This design comes from an exercise in tuning for small area on the open sky130 flow, not from production work. In this exercise RTL edits were held to simulation tests only and were not proved equivalent to the original.

## stream_convolver
module stream_convolver (
    input  logic           clk_i,
    input  logic           rst_ni,
    input  logic           en_i,
    input  logic [15:0]    data_i,
    input  logic [5:0]     stride_i,
    input  logic [13:0]    matrix_size_i,
    input  logic [143:0]   weights_i,
    output logic [31:0]    conv_o,
    output logic           valid_conv_o,
    output logic           end_conv_o
);
For scale: ~6,100 cells after synthesis, about 220 I/O pins, about 70,000 um^2 of cells after synthesis.
==> flow/config.mk <==
export PLATFORM = sky130hd
export DESIGN_NAME = stream_convolver
export DESIGN_NICKNAME = stream_convolver
export VERILOG_FILES = /design/flow/design.v
export SDC_FILE = /design/flow/constraint.sdc
export NUM_CORES = 4
export LEC_CHECK = 0
export ABC_AREA = 1
export CAP_MARGIN = 20
export CORE_MARGIN = 2
export CORE_UTILIZATION = 70
export GPL_TIMING_DRIVEN = 0
export SLEW_MARGIN = 20
==> flow/constraint.sdc <==
create_clock -name core_clock -period 10.0 [get_ports {clk_i}]
set_input_delay 2.0000 -clock core_clock [delete_from_list [all_inputs] [get_ports {clk_i}]]
set_output_delay 2.0000 -clock core_clock [all_outputs]
set_load 0.01 [all_outputs]
standard.sh (not shown) runs the stock make flow with config.mk's settings and CLKGATE_MAP_FILE= SYNTH_SCRIPT=/design/flow/synth_recipe.tcl, a recipe that flattens the netlist after the stock synthesis.
==> flow/flow/run.sh <==
#!/bin/bash
# Standard ORFS layout (the standard.sh) with these changes:
#  - Yosys's generic pre-mapping ABC pass is skipped (SYNTH_ARGS=-noabc), so
#    extract_fa finds the design's full adders in their written polarity;
#  - the buffers ABC inserted are removed at floorplan (repair_design adds
#    back what slew and capacitance need);
#  - the port buffers are the smallest buffer cell;
#  - clock tree: smaller clock buffers, no dummy loads.
set -euo pipefail
bash standard.sh \
  SYNTH_ARGS=-noabc \
  REMOVE_ABC_BUFFERS=1 \
  "BUFFER_PORTS_ARGS=-buffer_cell sky130_fd_sc_hd__buf_1" \
  "CTS_ARGS=-sink_clustering_enable -repair_clock_nets -dont_use_dummy_load -buf_list {sky130_fd_sc_hd__clkbuf_4}" \
  finish > flow_make.log 2>&1
The first run completed with no timing, DRC or antenna violations.
Change:
Settings changed: CAP_MARGIN 20 to 15, CORE_UTILIZATION 70 to 65, SLEW_MARGIN 20 to 15.
=> Via count came out lower by 3.1%. Worst setup slack is better by 0.0047 ns. Worst hold slack is worse by 0.0089 ns. Critical path depth stays the same. Utilization came out lower by 5.0 points. Cell area hardly moves. Wire length stays flat. Non-clock buffer count came out lower by 6. Maximum frequency hardly moves. Register-to-register slack is better by 0.02 ns.

Starting RTL as in the previous note.
==> flow/config.mk <==
export PLATFORM = sky130hd
export DESIGN_NAME = stream_convolver
export DESIGN_NICKNAME = stream_convolver
export VERILOG_FILES = /design/flow/design.v
export SDC_FILE = /design/flow/constraint.sdc
export NUM_CORES = 4
export LEC_CHECK = 0
export ABC_AREA = 1
export CAP_MARGIN = 15
export CORE_MARGIN = 2
export CORE_UTILIZATION = 65
export GPL_TIMING_DRIVEN = 0
export SLEW_MARGIN = 15
==> flow/constraint.sdc <==
create_clock -name core_clock -period 10.0 [get_ports {clk_i}]
set_input_delay 2.0000 -clock core_clock [delete_from_list [all_inputs] [get_ports {clk_i}]]
set_output_delay 2.0000 -clock core_clock [all_outputs]
set_load 0.01 [all_outputs]
==> flow/flow/run.sh <==
#!/bin/bash
# Standard ORFS layout (the standard.sh) with these changes:
#  - Yosys's generic pre-mapping ABC pass is skipped (SYNTH_ARGS=-noabc), so
#    extract_fa finds the design's full adders in their written polarity;
#  - the buffers ABC inserted are removed at floorplan (repair_design adds
#    back what slew and capacitance need);
#  - the port buffers are the smallest buffer cell;
#  - clock tree: smaller clock buffers, no dummy loads.
set -euo pipefail
bash standard.sh \
  SYNTH_ARGS=-noabc \
  REMOVE_ABC_BUFFERS=1 \
  "BUFFER_PORTS_ARGS=-buffer_cell sky130_fd_sc_hd__buf_1" \
  "CTS_ARGS=-sink_clustering_enable -repair_clock_nets -dont_use_dummy_load -sink_buffer_max_cap_derate 0.1 -buf_list {sky130_fd_sc_hd__clkbuf_4 sky130_fd_sc_hd__clkbuf_8}" \
  finish > flow_make.log 2>&1
The first run ran to the end with no violations.
Then changed:
--- a/flow/flow/run.sh
+++ b/flow/flow/run.sh
@@ -12,4 +12,4 @@
   REMOVE_ABC_BUFFERS=1 \
   "BUFFER_PORTS_ARGS=-buffer_cell sky130_fd_sc_hd__buf_1" \
-  "CTS_ARGS=-sink_clustering_enable -repair_clock_nets -dont_use_dummy_load -sink_buffer_max_cap_derate 0.1 -buf_list {sky130_fd_sc_hd__clkbuf_4 sky130_fd_sc_hd__clkbuf_8}" \
+  "CTS_ARGS=-sink_clustering_enable -repair_clock_nets -dont_use_dummy_load -buf_list {sky130_fd_sc_hd__clkbuf_4}" \
   finish > flow_make.log 2>&1
GPL_ROUTABILITY_DRIVEN = 0   (was default)
The changed run completed with no timing, DRC or antenna violations.
Setup slack degrades by 0.053 ns.
Synthesized area does not change.
Die area does not change.
Then changed:
--- a/flow/flow/run.sh
+++ b/flow/flow/run.sh
@@ -12,4 +12,4 @@
   REMOVE_ABC_BUFFERS=1 \
   "BUFFER_PORTS_ARGS=-buffer_cell sky130_fd_sc_hd__buf_1" \
-  "CTS_ARGS=-sink_clustering_enable -repair_clock_nets -dont_use_dummy_load -buf_list {sky130_fd_sc_hd__clkbuf_4}" \
+  "CTS_ARGS=-sink_clustering_enable -repair_clock_nets -dont_use_dummy_load -buf_list {sky130_fd_sc_hd__clkbuf_2 sky130_fd_sc_hd__clkbuf_4}" \
   finish > flow_make.log 2>&1
CAP_MARGIN = 20   (was 15)
GPL_ROUTABILITY_DRIVEN = default   (was 0)
SLEW_MARGIN = 20   (was 15)
Effect: Via count climbs by 0.85%. Critical path depth stays the same. Final cell count barely changes. Wire length rose by 4.9%. Hold slack is better by 0.025 ns.

[re-timing with driven ports]
The results above use ideal ports. As a check the final layouts listed here were re-extracted and re-timed, cells and wires unchanged.
Step 1: set_driving_cell puts a clkbuf_16 on clk_i and a buf_2 on each other input, an assumption about the parent block.
Step 2 adds t to the input delays and takes it off the output delays; t is the mean of the earliest and latest rising clock arrival at the registers after step 1. Input paths then give back, and output paths get back, about the clock's delay inside the block.
Slacks: no drivers / after step 1 / after step 2; pairs: no drivers / after step 1.
run	t (ns)	setup slack, ns	worst hold slack (ns)	worst register clock-pin slew, ns
the first run of note 1	1.130	0.402 / 0.317 / 0.629	0.322 / 0.322 / 0.322	0.09 / 0.09
the second run of note 1	1.105	0.406 / 0.324 / 0.893	0.314 / 0.314 / 0.314	0.08 / 0.08
the first run of note 2	1.079	0.572 / 0.485 / 0.928	0.261 / 0.261 / 0.261	0.08 / 0.08
the second run of note 2	1.114	0.519 / 0.439 / 0.766	0.310 / 0.310 / 0.310	0.07 / 0.07
the third run of note 2	1.146	0.514 / 0.434 / 0.927	0.335 / 0.335 / 0.335	0.10 / 0.10
After both steps setup and hold are still met in every run listed.
